Source: an optimization exercise on an open RTL-to-GDS flow (aim: small area and a short achievable clock period). Production flows keep margins and buffers that such runs may drop.
Only simulation tests tie the RTL to the original design; equivalence was not proved.
No activity file was given, so power comes from the tool's default toggle rates.

File: flow/standard.sh
#!/bin/bash
# synth_recipe.tcl (not shown) runs the flow's synth.tcl, then flattens the netlist and writes it again
# the make line also repeats each setting of config.mk as NAME=value (left out here)
make -C /OpenROAD-flow-scripts/flow DESIGN_CONFIG=/design/flow/config.mk WORK_HOME=/design/flow/orfs CLKGATE_MAP_FILE= SYNTH_SCRIPT=/design/flow/synth_recipe.tcl "${@:-finish}"
File: flow/config.mk
export PLATFORM = sky130hd
export DESIGN_NAME = vliwCore
export DESIGN_NICKNAME = vliwCore
export VERILOG_FILES = /design/flow/design.v
export SDC_FILE = /design/flow/constraint.sdc
export NUM_CORES = 4
export LEC_CHECK = 0
export CAP_MARGIN = 20
export CORE_MARGIN = 2
export CORE_UTILIZATION = 45
export PLACE_DENSITY = 0.55
export SETUP_SLACK_MARGIN = 3.3
export SLEW_MARGIN = 20
export SYNTH_HIERARCHICAL = 1
export TNS_END_PERCENT = 10
File: flow/flow/run.sh
#!/bin/bash
set -euo pipefail
bash standard.sh MATCH_CELL_FOOTPRINT=0 \
	'BUFFER_PORTS_ARGS=-buffer_cell sky130_fd_sc_hd__buf_4' \
	finish > standard.log 2>&1
File: flow/constraint.sdc
create_clock -name core_clock -period 6.0 [get_ports {clk}]
set_input_delay 1.2000 -clock core_clock [delete_from_list [all_inputs] [get_ports {clk}]]
set_output_delay 1.2000 -clock core_clock [all_outputs]
set_load 0.01 [all_outputs]
File: flow/design.v
package vliwPkg;
	typedef logic [32-1:0] word_t;
	typedef logic [5-1:0] regIdx_t;
	typedef logic [32-1:0] instr_t;
	typedef logic [16-1:0] instrC_t;
	typedef enum logic [1:0]
	{
		aluAdd = 2'd0,
		aluAnd = 2'd1,
		aluSra = 2'd2,
		aluOr  = 2'd3
	} aluOp_e;
	typedef enum logic
	{
		cSrcMove = 1'b0,
		cSrcImm  = 1'b1
	} cSrc_e;
endpackage
module mux4Word
(
	input  vliwPkg::word_t d0,
	input  vliwPkg::word_t d1,
	input  vliwPkg::word_t d2,
	input  vliwPkg::word_t d3,
	input  logic [1:0]     s,
	output vliwPkg::word_t y
);
	assign y = s[1] ? (s[0] ? d3 : d2) : (s[0] ? d1 : d0);
endmodule
module readPort
(
	input  logic [32*32-1:0] mem,
	input  logic [3:0]       idx,
	output vliwPkg::word_t   lo,
	output vliwPkg::word_t   hi
);
	logic [8*32-1:0] l1;
	logic [2*32-1:0] l2;
	assign lo = l2[0 +: 32];
	assign hi = l2[32 +: 32];
	for (genvar i = 0; i < 8; i++)
	begin : g_l1
		mux4Word i_m (.d0(mem[(4*i)*32 +: 32]), .d1(mem[(4*i+1)*32 +: 32]),
			.d2(mem[(4*i+2)*32 +: 32]), .d3(mem[(4*i+3)*32 +: 32]),
			.s(idx[1:0]), .y(l1[i*32 +: 32]));
	end
	for (genvar i = 0; i < 2; i++)
	begin : g_l2
		mux4Word i_m (.d0(l1[(4*i)*32 +: 32]), .d1(l1[(4*i+1)*32 +: 32]),
			.d2(l1[(4*i+2)*32 +: 32]), .d3(l1[(4*i+3)*32 +: 32]),
			.s(idx[3:2]), .y(l2[i*32 +: 32]));
	end
endmodule
module bypassInv
(
	input  logic           selC,
	input  logic           selM,
	input  logic           selN,
	input  vliwPkg::word_t dC,
	input  vliwPkg::word_t dM,
	input  vliwPkg::word_t dN,
	output vliwPkg::word_t outN
);
	assign outN = ~(({32{selC}} & dC) | ({32{selM}} & dM) | ({32{selN}} & dN));
endmodule
module addProp
(
	input  vliwPkg::word_t a,
	input  vliwPkg::word_t b,
	output vliwPkg::word_t p
);
	assign p = a ^ b;
endmodule
module addGen
(
	input  vliwPkg::word_t a,
	input  vliwPkg::word_t b,
	output vliwPkg::word_t g
);
	assign g = a & b;
endmodule
module addLevel #(parameter int D = 1)
(
	input  vliwPkg::word_t         gIn,
	input  vliwPkg::word_t         pIn,
	output logic [32-1:D]  gOut,
	output logic [32-1:2*D] pOut
);
	for (genvar i = D; i < 32; i++)
	begin : g_g
		assign gOut[i] = gIn[i] | (pIn[i] & gIn[i-D]);
	end
	for (genvar i = 2 * D; i < 32; i++)
	begin : g_p
		assign pOut[i] = pIn[i] & pIn[i-D];
	end
endmodule
module addLevelLast #(parameter int D = 16)
(
	input  vliwPkg::word_t         gIn,
	input  vliwPkg::word_t         pIn,
	output logic [32-1:D]  gOut
);
	for (genvar i = D; i < 32; i++)
	begin : g_g
		assign gOut[i] = gIn[i] | (pIn[i] & gIn[i-D]);
	end
endmodule
module addSum
(
	input  vliwPkg::word_t p,
	input  vliwPkg::word_t carry,
	output vliwPkg::word_t s
);
	assign s = p ^ {carry[32-2:0], 1'b0};
endmodule
module ksAdd
(
	input  vliwPkg::word_t a,
	input  vliwPkg::word_t b,
	output vliwPkg::word_t g,
	output vliwPkg::word_t s
);
	vliwPkg::word_t p;
	vliwPkg::word_t g1, g2, g4, g8, g16;
	vliwPkg::word_t p1, p2, p4, p8;
	addProp i_prop (.a(a), .b(b), .p(p));
	addGen  i_gen  (.a(a), .b(b), .g(g));
	assign g1[0]     = g[0];
	assign g2[1:0]   = g1[1:0];
	assign g4[3:0]   = g2[3:0];
	assign g8[7:0]   = g4[7:0];
	assign g16[15:0] = g8[15:0];
	assign p1[1:0]   = '0;
	assign p2[3:0]   = '0;
	assign p4[7:0]   = '0;
	assign p8[15:0]  = '0;
	addLevel #(.D(1))     i_l1  (.gIn(g),  .pIn(p),  .gOut(g1[31:1]),  .pOut(p1[31:2]));
	addLevel #(.D(2))     i_l2  (.gIn(g1), .pIn(p1), .gOut(g2[31:2]),  .pOut(p2[31:4]));
	addLevel #(.D(4))     i_l4  (.gIn(g2), .pIn(p2), .gOut(g4[31:4]),  .pOut(p4[31:8]));
	addLevel #(.D(8))     i_l8  (.gIn(g4), .pIn(p4), .gOut(g8[31:8]),  .pOut(p8[31:16]));
	addLevelLast #(.D(16)) i_l16 (.gIn(g8), .pIn(p8), .gOut(g16[31:16]));
	addSum i_sum (.p(p), .carry(g16), .s(s));
endmodule
module resultMux
(
	input  logic           useSum,
	input  vliwPkg::word_t sum,
	input  vliwPkg::word_t other,
	output vliwPkg::word_t y,
	output vliwPkg::word_t yN
);
	assign y  = useSum ? sum : other;
	assign yN = ~(useSum ? sum : other);
endmodule
module vliwCore
(
	input  logic             clk,
	input  logic             reset,
	input  logic             bundleValid,
	input  vliwPkg::instr_t  instr,
	input  vliwPkg::instrC_t instrC,
	output logic             resultValid,
	output logic             wbWrite,
	output vliwPkg::regIdx_t wbReg,
	output vliwPkg::word_t   wbData,
	output logic             wbWriteC,
	output vliwPkg::regIdx_t wbRegC,
	output vliwPkg::word_t   wbDataC
);
	vliwPkg::word_t mem [32];
	vliwPkg::word_t fwdN, fwdCN, fwd, fwdC;
	assign fwd  = ~fwdN;
	assign fwdC = ~fwdCN;
	logic [32-1:0] wEnC, wEnM, wLoad, wSelC, wSelM;
	always_comb
	begin
		for (int r = 0; r < 32; r++)
		begin
			wLoad[r] = reset || wEnC[r] || wEnM[r];
			wSelC[r] = !reset && wEnC[r];
			wSelM[r] = !reset && wEnM[r];
		end
	end
	always_ff @(posedge clk)
	begin
		for (int r = 0; r < 32; r++)
		begin
			if (wLoad[r])
			begin
				mem[r] <= ({32{wSelC[r]}} & fwdC) | ({32{wSelM[r]}} & fwd);
			end
		end
	end
	logic isAdd, isAnd, isSra, isMv, isLi;
	vliwPkg::regIdx_t rs1, rs2, rsC;
	assign isAdd = (instr[6:0] == 7'b0110011);
	assign isAnd = (instr[6:0] == 7'b0010011) && (instr[14:12] == 3'b110);
	assign isSra = (instr[6:0] == 7'b0010011) && (instr[14:12] == 3'b101);
	assign isMv  = (instrC[1:0] == 2'b10);
	assign isLi  = (instrC[1:0] == 2'b01);
	assign rs1 = instr[19:15];
	assign rs2 = instr[24:20];
	assign rsC = instrC[6:2];
	vliwPkg::word_t rawA, rawB, rawC;
	logic [32*32-1:0] memFlat;
	vliwPkg::word_t loA, hiA, loB, hiB, loC, hiC;
	for (genvar r = 0; r < 32; r++)
	begin : g_flat
		assign memFlat[r*32 +: 32] = mem[r];
	end
	readPort i_readA (.mem(memFlat), .idx(rs1[3:0]), .lo(loA), .hi(hiA));
	readPort i_readB (.mem(memFlat), .idx(rs2[3:0]), .lo(loB), .hi(hiB));
	readPort i_readC (.mem(memFlat), .idx(rsC[3:0]), .lo(loC), .hi(hiC));
	assign rawA = rs1[4] ? hiA : loA;
	assign rawB = rs2[4] ? hiB : loB;
	assign rawC = rsC[4] ? hiC : loC;
	function automatic vliwPkg::word_t bypass(vliwPkg::regIdx_t src, vliwPkg::word_t raw);
		if (wbWriteC && (wbRegC == src))
			bypass = fwdC;
		else if (wbWrite && (wbReg == src))
			bypass = fwd;
		else
			bypass = raw;
	endfunction
	vliwPkg::word_t opA1, opB1, opC1;
	always_comb
	begin
		opA1 = bypass(rs1, rawA);
		opB1 = bypass(rs2, rawB);
		opC1 = bypass(rsC, rawC);
	end
	logic             validQ, writeQ, writeCQ;
	logic             andQ, sraQ;
	vliwPkg::regIdx_t rdQ, rdCQ;
	vliwPkg::word_t   aQN, bQN, cQ;
	logic             hitAC, hitAM, hitAN, hitBC, hitBM, hitBN, hitCC, hitCM;
	always_ff @(posedge clk)
	begin
		if (reset)
		begin
			validQ  <= 1'b0;
			writeQ  <= 1'b0;
			writeCQ <= 1'b0;
		end
		else
		begin
			validQ  <= bundleValid;
			writeQ  <= bundleValid && (isAdd || isAnd || isSra);
			writeCQ <= bundleValid && (isMv || isLi);
		end
	end
	always_ff @(posedge clk)
	begin
		andQ  <= isAnd;
		sraQ  <= isSra;
		rdQ   <= instr[11:7];
		rdCQ  <= instrC[11:7];
		aQN   <= ~opA1;
		bQN   <= ~(isAdd ? opB1 : {{(32-12){instr[31]}}, instr[31:20]});
		cQ    <= isLi ? {{(32-6){instrC[12]}}, instrC[12], instrC[6:2]} : opC1;
		hitAC <= writeCQ && (rdCQ == rs1);
		hitAM <= writeQ && (rdQ == rs1) && !(writeCQ && (rdCQ == rs1));
		hitBC <= isAdd && writeCQ && (rdCQ == rs2);
		hitBM <= isAdd && writeQ && (rdQ == rs2) && !(writeCQ && (rdCQ == rs2));
		hitAN <= !(writeCQ && (rdCQ == rs1)) && !(writeQ && (rdQ == rs1));
		hitBN <= !(isAdd && writeCQ && (rdCQ == rs2)) && !(isAdd && writeQ && (rdQ == rs2));
		hitCC <= !isLi && writeCQ && (rdCQ == rsC);
		hitCM <= !isLi && writeQ && (rdQ == rsC) && !(writeCQ && (rdCQ == rsC));
	end
	vliwPkg::word_t opA, opASh, opB, opC, andResult, sum, other, aluResult, aluResultN;
	bypassInv i_bypA (.selC(hitAC), .selM(hitAM), .selN(hitAN),
		.dC(fwdCN), .dM(fwdN), .dN(aQN), .outN(opA));
	bypassInv i_bypASh (.selC(hitAC), .selM(hitAM), .selN(hitAN),
		.dC(fwdCN), .dM(fwdN), .dN(aQN), .outN(opASh));
	bypassInv i_bypB (.selC(hitBC), .selM(hitBM), .selN(hitBN),
		.dC(fwdCN), .dM(fwdN), .dN(bQN), .outN(opB));
	ksAdd i_add (.a(opA), .b(opB), .g(andResult), .s(sum));
	always_comb
	begin
		opC = hitCC ? fwdC : (hitCM ? fwd : cQ);
		if (sraQ)
			other = vliwPkg::word_t'($signed(opASh) >>> ~bQN[4:0]);
		else
			other = andResult;
	end
	resultMux i_res (.useSum(!sraQ && !andQ), .sum(sum), .other(other),
		.y(aluResult), .yN(aluResultN));
	always_ff @(posedge clk)
	begin
		if (reset)
		begin
			resultValid <= 1'b0;
			wbWrite     <= 1'b0;
			wbWriteC    <= 1'b0;
		end
		else
		begin
			resultValid <= validQ;
			wbWrite     <= writeQ;
			wbWriteC    <= writeCQ;
		end
	end
	always_ff @(posedge clk)
	begin
		for (int r = 0; r < 32; r++)
		begin
			wEnC[r] <= !reset && writeCQ && (rdCQ == r[4:0]);
			wEnM[r] <= !reset && writeQ && (rdQ == r[4:0]) && !(writeCQ && (rdCQ == r[4:0]));
		end
	end
	always_ff @(posedge clk)
	begin
		wbReg   <= rdQ;
		wbData  <= aluResult;
		wbRegC  <= rdCQ;
		wbDataC <= opC;
		fwdN    <= aluResultN;
		fwdCN   <= ~opC;
	end
endmodule
==> qor.yml, run 1 <==
rows: 157
grt_pass1_wl_mm: 491
total_power_uw: 28000
syn-cell-area_um2: 82800
drt_pass1_iterations: 9
boundaryPins: 128
port_buffers: 124
powerDensity_nw_per_um2: 301
initial_core_util_pct: 45.2
end_kind: "flop"
irDropWorstVdd_mv: 0.298
vias_per_cell: 7.72
vias: 63971
crit_path_max_incr_delay_ns: 0.75
top_layer: "met5"
static-leakage-power_uw: 0.0334
combinationalPowerShare_pct: 26.0
finalCriticalPeriod_ns: 3.20
clk_pin_slew_ns: 0.06
ctsHtreeMaxLevel: 4
drive_gt1_share_pct: 34.9
worst_slack_ns: 2.80
synthToLayoutAreaGrowth_pct: 12.5
wl_per_cell_um: 44.2
wl_mm: 367
met1Wirelength_mm: 121
multi_input_area_um2: 41300
drc: 0
hold_violations: 0
dieHeight_um: 433
grt-ovfl-total: 0
cts_tree: "built"
setup_viol: 0
fin_crit_sh_pct: 53.3
antenna_found_initial: 17
finClkSkew_ns: 0.0370
min_path_type: "flop to flop"
outcome: "finished clean"
grt_max_degree: 101
coreArea_um2: 183000
tightest_slew_ns: 1.23
crit_chain: "buf_4, buf_4, buf_4, nor2b_1, a221oi_1, a211oi_1, o21ai_1"
dr_wl_met3_mm: 54.6
critPathSlowestCell: "a221oi_1"
fill_cells: 15596
die_area_um2: 188000
cpMostUsedCell: "buf_4"
post-route-util_pct: 50.9
cts_buffer_depth: 3
cp.required_ns: 6.76
fin_tns_setup_ns: 0
dp_cells: 7843
ys_warn_count: 8
timing.fmax_mhz: 312
syn-mean-instance-area_um2: 14.2
synth_fp_nets: 5866
gp_congestion: 0.954
rsz0062_at_grt: "true"
synth_cells: 5814
drtIter0Drc: 10932
crit_fanout: 31
switchingPower_uw: 9210
die_w_um: 433
start_kind: "input port"
clk_latency_ns: 0.85
slew_headroom_pct: 17.7
cts-root-buf: "clkbuf_16"
fin_cells: 8290
crit_family: "buffers and inverters"
critPathKind: "input port to flop"
final_max_slew_viol_count: 0
first_global_vias: 61409
cp.buffers_inverters: 3
cts_sinks: 1348
nets: 5744
p_seq_share_pct: 39.2
cts_buffers: 155
hpwl_mm: 216
drv_cap: 0
clkPwrFrac_pct: 34.8
crit_arrival_ns: 3.96
grt_use_total_pct: 37.9
intPower_uw: 18800
dr_wl_met2_mm: 164
power.share.switching_pct: 32.9
seqCellArea_um2: 37300
drtAntennaViolNets: 0
post-place-ws_ns: 1.37
[worst paths after layout]
path | startpoint | slack [ns] | to | depth (start not counted)
worst min-delay path | validQ | 0.44 | resultValid | 1
worst max-delay path | instr[24] | 2.80 | bQN[20] | 7
worst min register to register | validQ | 0.44 | resultValid | 1
worst max register to register | hitAC | 2.95 | wbData[26] | 11
[area by class of cell]
class	instances	share of cell area, %
Antenna cell	10	0.0269
Inverter	71	0.286
Sequential cell	1348	40.0
Clock buffer	201	4.57
Timing Repair Buffer	557	6.56
Multi-Input combinational cell	3559	44.4
Tap cell	2464	3.31
Clock inverter	80	0.882
[placed cells by master (no fill, tap or decap), drive strengths merged, types with 78 or more instances in the layout]
master and instances:
o22ai 1038, edfxtp 1024, mux4 992, buf 520, dfxtp 324, clkbuf 238
mux2i 167, a21o 160, nor2 147, and2 137, nand2 112, xor2 109
a222oi 96, inv 78
[power by group through the flow]
| stage | registers (µW) | clock network [µW] | logic [µW] |
|---|---|---|---|
| after floorplan | 11100 | 0 | 3950 |
| after global placement | 11100 | 0 | 6350 |
| after detailed placement | 11100 | 0 | 6370 |
| after CTS | 11000 | 9760 | 6750 |
| after global routing | 11000 | 10100 | 7430 |
| final | 11000 | 9740 | 7290 |
[per-stage QoR]
| stage | area (µm²) | hold WS [ns] |
|---|---|---|
| after global routing | 93100 | 0.454 |
| after detailed placement | 84400 | 0.424 |
| final | 93200 | 0.436 |
| after floorplan | 82900 | 0.329 |
| after CTS | 91500 | 0.421 |
| after global placement | 84400 | 0.418 |
[flip-flops by register name (all words and copies together) (netlist names), 5 cells and up]
| signal | count |
|---|---|
| cQ | 32 |
| aQN | 32 |
| rdCQ | 5 |
| wEnM | 32 |
| fwdN | 32 |
| wbRegC | 5 |
| rdQ | 5 |
| wbDataC | 32 |
| wEnC | 32 |
| bQN | 32 |
| wbReg | 5 |
| wbData | 32 |
| fwdCN | 32 |
| mem | 1024 |
[per-layer routing]
| metal | vias to the layer above | track usage, % |
|---|---|---|
| met4 | 10 | 23.1 |
| met1 | 32603 | 46.8 |
| li1 | 24213 | - |
| met2 | 5766 | 57.4 |
| met5 | - | 0 |
| met3 | 1379 | 12.8 |
[repair_timing]
item / in CTS / in global routing
setup buffers: 73 / 48
pin swaps: 71 / 34
gates cloned: 14 / 21
endpoints found under the setup margin: 232 / 628
gates resized for setup: 279 / 153
hold buffers: 0 / 0
==> inputs of run 2 (changes only) <==
--- a/flow/config.mk
+++ b/flow/config.mk
@@ -10,5 +10,5 @@
 export CORE_UTILIZATION = 45
 export PLACE_DENSITY = 0.55
-export SETUP_SLACK_MARGIN = 3.3
+export SETUP_SLACK_MARGIN = 3.7
 export SLEW_MARGIN = 20
 export SYNTH_HIERARCHICAL = 1
==> qor.yml, run 2 <==
outcome: "finished clean"
post-place-ws_ns: 1.44
drc: 0
static-leakage-power_uw: 0.0354
die_area_um2: 188000
dr_wl_met2_mm: 167
final_max_slew_viol_count: 0
crit_chain: "buf_12, a222oi_1, xor2_2, a21o_1, a21o_1, a21o_1, a21o_1, a21o_1, xor2_1, mux2_4"
fin_crit_sh_pct: 51.6
hpwl_mm: 212
largest_reg_flops: 1024
worst_slack_ns: 2.91
rows: 157
drtIter0Drc: 11531
cts-root-buf: "clkbuf_16"
powerDensity_nw_per_um2: 290
boundaryPins: 128
antenna_found_initial: 15
cts_tree: "built"
crit_arrival_ns: 3.80
top_layer: "met5"
rsz0062_at_grt: "true"
grt_pass1_wl_mm: 511
cp-startpoint: "hitBC"
finClkSkew_ns: 0.0373
synthToLayoutAreaGrowth_pct: 18.3
gp_congestion: 0.956
nets: 5960
die_w_um: 433
tightest_slew_ns: 1.17
first_global_vias: 63493
start_kind: "flop"
met1Wirelength_mm: 124
min_path_type: "flop to flop"
combinationalPowerShare_pct: 27.5
initial_core_util_pct: 45.2
synth_cells: 5814
layout_commonest_cell: "o22ai_1"
coreArea_um2: 183000
p_seq_share_pct: 38.5
clk_latency_ns: 0.85
grt-ovfl-total: 0
largest_register: "mem"
cp.required_ns: 6.70
r2r-start: "hitBC"
dr_wl_met3_mm: 59.5
cts_buffer_depth: 3
final_cell_mix: "o22ai_1 (1037), edfxtp_1 (1024), mux4_2 (950), buf_4 (410), dfxtp_1 (306)"
setup_viol: 0
syn-cell-area_um2: 82800
clk_pin_slew_ns: 0.06
power.share.switching_pct: 32.7
critPathKind: "flop to flop"
irDropWorstVdd_mv: 0.268
intPower_uw: 19100
fin_cells: 8501
grt_use_total_pct: 39.5
fill_cells: 14949
cts_sinks: 1348
drtAntennaViolNets: 0
drive_gt1_share_pct: 39.6
fin_tns_setup_ns: 0
cts_buffers: 154
dieHeight_um: 433
wl_mm: 379
vias: 66230
timing.fmax_mhz: 323
finalCriticalPeriod_ns: 3.09
syn-mean-instance-area_um2: 14.2
crit_path_max_incr_delay_ns: 0.68
drv_cap: 0
end_kind: "flop"
cpMostUsedCell: "a21o_1"
slew_headroom_pct: 22.1
grt_max_degree: 101
ys_warn_count: 8
hold_violations: 0
critPathSlowestCell: "a222oi_1"
clkPwrFrac_pct: 34.0
drt_pass1_iterations: 15
synth_fp_nets: 5866
seqCellArea_um2: 37300
ctsHtreeMaxLevel: 4
multi_input_area_um2: 42500
wl_per_cell_um: 44.6
dp_cells: 7833
hold_start: "validQ"
vias_per_cell: 7.79
port_buffers: 124
switchingPower_uw: 9300
crit_fanout: 16
run 2: stage by stage:
stage                     instance area, µm²  hold WS [ns]  utilization, %  total power (µW)
after floorplan                        83000         0.329               -             15100
after global placement                 84400         0.420            46.1             17400
after detailed placement               84400         0.427            46.1             17400
after CTS                              96100         0.435            52.5             27800
after global routing                   98000         0.448            53.5             28900
final                                  98000         0.445            53.5             28400
run 2: power groups by stage:
stage | registers (µW) | logic (µW) | clock network, µW
finish | 11000 | 7810 | 9680
floorplan | 11100 | 3950 | 0
global route | 11000 | 7890 | 10000
detailed placement | 11100 | 6320 | 0
CTS | 10900 | 7180 | 9670
global placement | 11100 | 6310 | 0
run 2: area by class of cell:
class                   count  share of cell area [%]
flip-flops and latches   1348                    38.1
clock inverters            67                   0.701
inverters                  71                   0.276
repair buffers            769                    9.98
clock buffers             209                    4.40
diodes                      9                  0.0230
multi-input cells        3564                    43.4
well taps                2464                    3.15
run 2: worst paths after layout:
check                      to  slack, ns  depth (start not counted)
setup reg to reg   wbData[26]       2.91                         10
hold / removal    resultValid       0.44                          1
hold reg to reg   resultValid       0.44                          1
setup / recovery   wbData[26]       2.91                         10
run 2: critical path, delay by kind of cell, from the launching register on:
kind | cells | cell delay, ns
multiplexers | 1 | 0.30
XOR/XNOR | 2 | 0.40
buffers and inverters | 1 | 0.18
flip-flops | 1 | 0.38
AO/OA/AOI/OAI | 6 | 1.67
run 2: what timing repair did:
item	4_1_cts	5_1_grt
endpoints found under the setup margin	1274	1618
pin swaps	168	96
hold buffers	0	0
resized for setup	578	234
gates cloned	96	13
hold endpoints to repair	0	0
buffers inserted	202	71
run 2: per-layer routing:
| layer | vias to the layer above | track usage, % |
|---|---|---|
| met5 | - | 0.0781 |
| met1 | 33487 | 48.1 |
| met4 | 6 | 25.4 |
| met2 | 6498 | 58.8 |
| li1 | 24694 | - |
| met3 | 1545 | 15.0 |
==> inputs of run 3 (changes only) <==
--- a/flow/config.mk
+++ b/flow/config.mk
@@ -10,6 +10,6 @@
 export CORE_UTILIZATION = 45
 export PLACE_DENSITY = 0.55
-export SETUP_SLACK_MARGIN = 3.7
+export SETUP_SLACK_MARGIN = 3.3
 export SLEW_MARGIN = 20
 export SYNTH_HIERARCHICAL = 1
-export TNS_END_PERCENT = 10
+export TNS_END_PERCENT = 3
==> qor.yml, run 3 <==
cts_buffers: 154
cts_hold_buf: 0
drt_pass1_iterations: 12
r2r_cells: 9
grt-ovfl-total: 0
fin_tns_setup_ns: 0
cts_buffer_depth: 3
cts-root-buf: "clkbuf_16"
drtIter0Drc: 11209
hold_end: "resultValid"
slew_headroom_pct: 11.9
clk_latency_ns: 0.84
drv_cap: 0
crit_chain: "buf_6, buf_12, buf_12, a222oi_1, buf_4, mux4_2, mux4_2, a221o_1, mux2_4"
grt_pass1_wl_mm: 491
finalCriticalPeriod_ns: 3.08
die_w_um: 433
first_global_vias: 61539
crit_family: "multiplexers"
synthToLayoutAreaGrowth_pct: 11.8
min_path_type: "flop to flop"
ctsHtreeMaxLevel: 4
hold_violations: 0
total_power_uw: 27700
cp.buffers_inverters: 4
ys_warn_count: 8
vias: 64250
hold_depth: 1
rrSetupSlack_ns: 2.92
largest_reg_flops: 1024
critPathSlowestCell: "mux4_2"
gp_congestion: 0.986
drc: 0
powerDensity_nw_per_um2: 299
vias_per_cell: 7.77
wl_per_cell_um: 44.1
r2r-end: "wbData[6]"
nets: 5727
antenna_found_initial: 16
end_kind: "flop"
r2r-start: "hitAC"
syn-mean-instance-area_um2: 14.2
synth_cells: 5814
grt_use_total_pct: 37.9
start_kind: "flop"
timing.fmax_mhz: 324
outcome: "finished clean"
boundaryPins: 128
irDropWorstVdd_mv: 0.364
hpwl_mm: 214
wl_mm: 365
finClkSkew_ns: 0.0378
synth_fp_nets: 5866
fin_crit_sh_pct: 51.4
port_buffers: 124
dieHeight_um: 433
critPathKind: "flop to flop"
syn-cell-area_um2: 82800
final_max_slew_viol_count: 0
drive_gt1_share_pct: 34.4
die_area_um2: 188000
cts_tree: "built"
tightest_slew_ns: 1.32
final_cell_mix: "o22ai_1 (1038), edfxtp_1 (1024), mux4_2 (932), buf_4 (380), dfxtp_1 (313)"
coreArea_um2: 183000
largest_register: "mem"
clk_pin_slew_ns: 0.06
initial_core_util_pct: 45.2
cts_sinks: 1348
hold_start: "validQ"
crit_path_max_incr_delay_ns: 0.62
crit_fanout: 7
grt_max_degree: 101
crit_arrival_ns: 3.80
rows: 157
cp.required_ns: 6.72
setup_viol: 0
static-leakage-power_uw: 0.0333
drtAntennaViolNets: 0
rsz0062_at_grt: "true"
layout_commonest_cell: "o22ai_1"
run 3: cell types whose count changed in the layout (fill, tap and decap cells not counted), sizes merged, moves of 3 or more:
cell | previous run | this run
clkbuf | 293 | 233
inv | 77 | 81
buf | 685 | 506
clkinv | 44 | 59
diode | 9 | 6
bufinv | 13 | 10
run 3: per-stage QoR:
step | cell area (µm²) | cells | hold WS, ns | utilization [%] | setup WS [ns]
final | 92600 | 8271 | 0.445 | 50.6 | 2.92
after global routing | 92600 | 8268 | 0.447 | 50.6 | 2.84
after CTS | 91400 | 8206 | 0.428 | 49.9 | 2.98
after detailed placement | 84400 | 7827 | 0.435 | 46.1 | 1.46
after global placement | 84400 | 7826 | 0.418 | 46.1 | 1.47
after floorplan | 82900 | 5814 | 0.329 | - | 3.02
run 3: repair_timing:
item,CTS,global route
resized for setup,222,99
setup endpoints to repair,280,522
buffers inserted,78,47
cloned,19,12
pin swaps,77,54
run 3: per-layer routing:
layer / global-route usage (%) / part of all wire (%) / vias to the layer above
met5: 1.38 / 0.13 / -
met1: 46.2 / 33 / 32708
li1: - / - / 24213
met4: 23.3 / 7.6 / 20
met3: 13.8 / 15 / 1442
met2: 57.3 / 45 / 5867
run 3: area by class of cell:
class | count | area, µm²
multi-input combinational | 3561 | 41200
fill | 15570 | 90500
timing repair buffer | 539 | 5790
clock inverter | 82 | 769
inverter | 71 | 267
sequential | 1348 | 37300
antenna | 6 | 15.0
tap | 2464 | 3080
clock buffer | 200 | 4200
run 3: power by group:
group	internal (µW)	total, µW	switching (µW)
Combinational	2530	7130	4600
Sequential	10600	11000	341
Clock	5390	9580	4190
Total	18500	27700	9140
run 3: worst max path at each step:
stage,startpoint,to,slack [ns],cells after the start
2_1_floorplan,instrC[2],cQ[1],3.02,7
3_3_place_gp,instr[20],bQN[5],1.47,8
3_5_place_dp,instr[20],bQN[5],1.46,8
4_1_cts,fwdCN[16],wbData[4],2.98,8
5_1_grt,hitBC,wbData[28],2.84,10
6_report,hitAC,wbData[6],2.92,9

[port drivers added, routing unchanged]
In the flow no input, the clock included, has a driving cell. The finished layouts below were timed again as built, in two steps. Step 1 (the two cells are an assumption about what drives the block):
set clk [get_ports {clk}]
set_driving_cell -lib_cell sky130_fd_sc_hd__clkbuf_16 $clk
set_driving_cell -lib_cell sky130_fd_sc_hd__buf_2 [delete_from_list [all_inputs] $clk]
Step 2 also shifts input and output timing later by t, the mid clock arrival at the registers, as if the neighbouring blocks saw the same clock. a / b / c = ideal ports / drivers / drivers and shift; a / b = the first two.
run	t, ns	setup WS [ns]	pins driven straight from the clock port
run 1	0.920	2.800 / 2.706 / 1.786	1
run 2	0.917	2.906 / 2.833 / 1.917	1
run 3	0.918	2.917 / 2.718 / 1.799	1
After both steps every run listed still meets setup and hold. The setup slack of run 3, which loses most, moves by -0.199 ns with the drivers and by -1.118 ns with both steps.
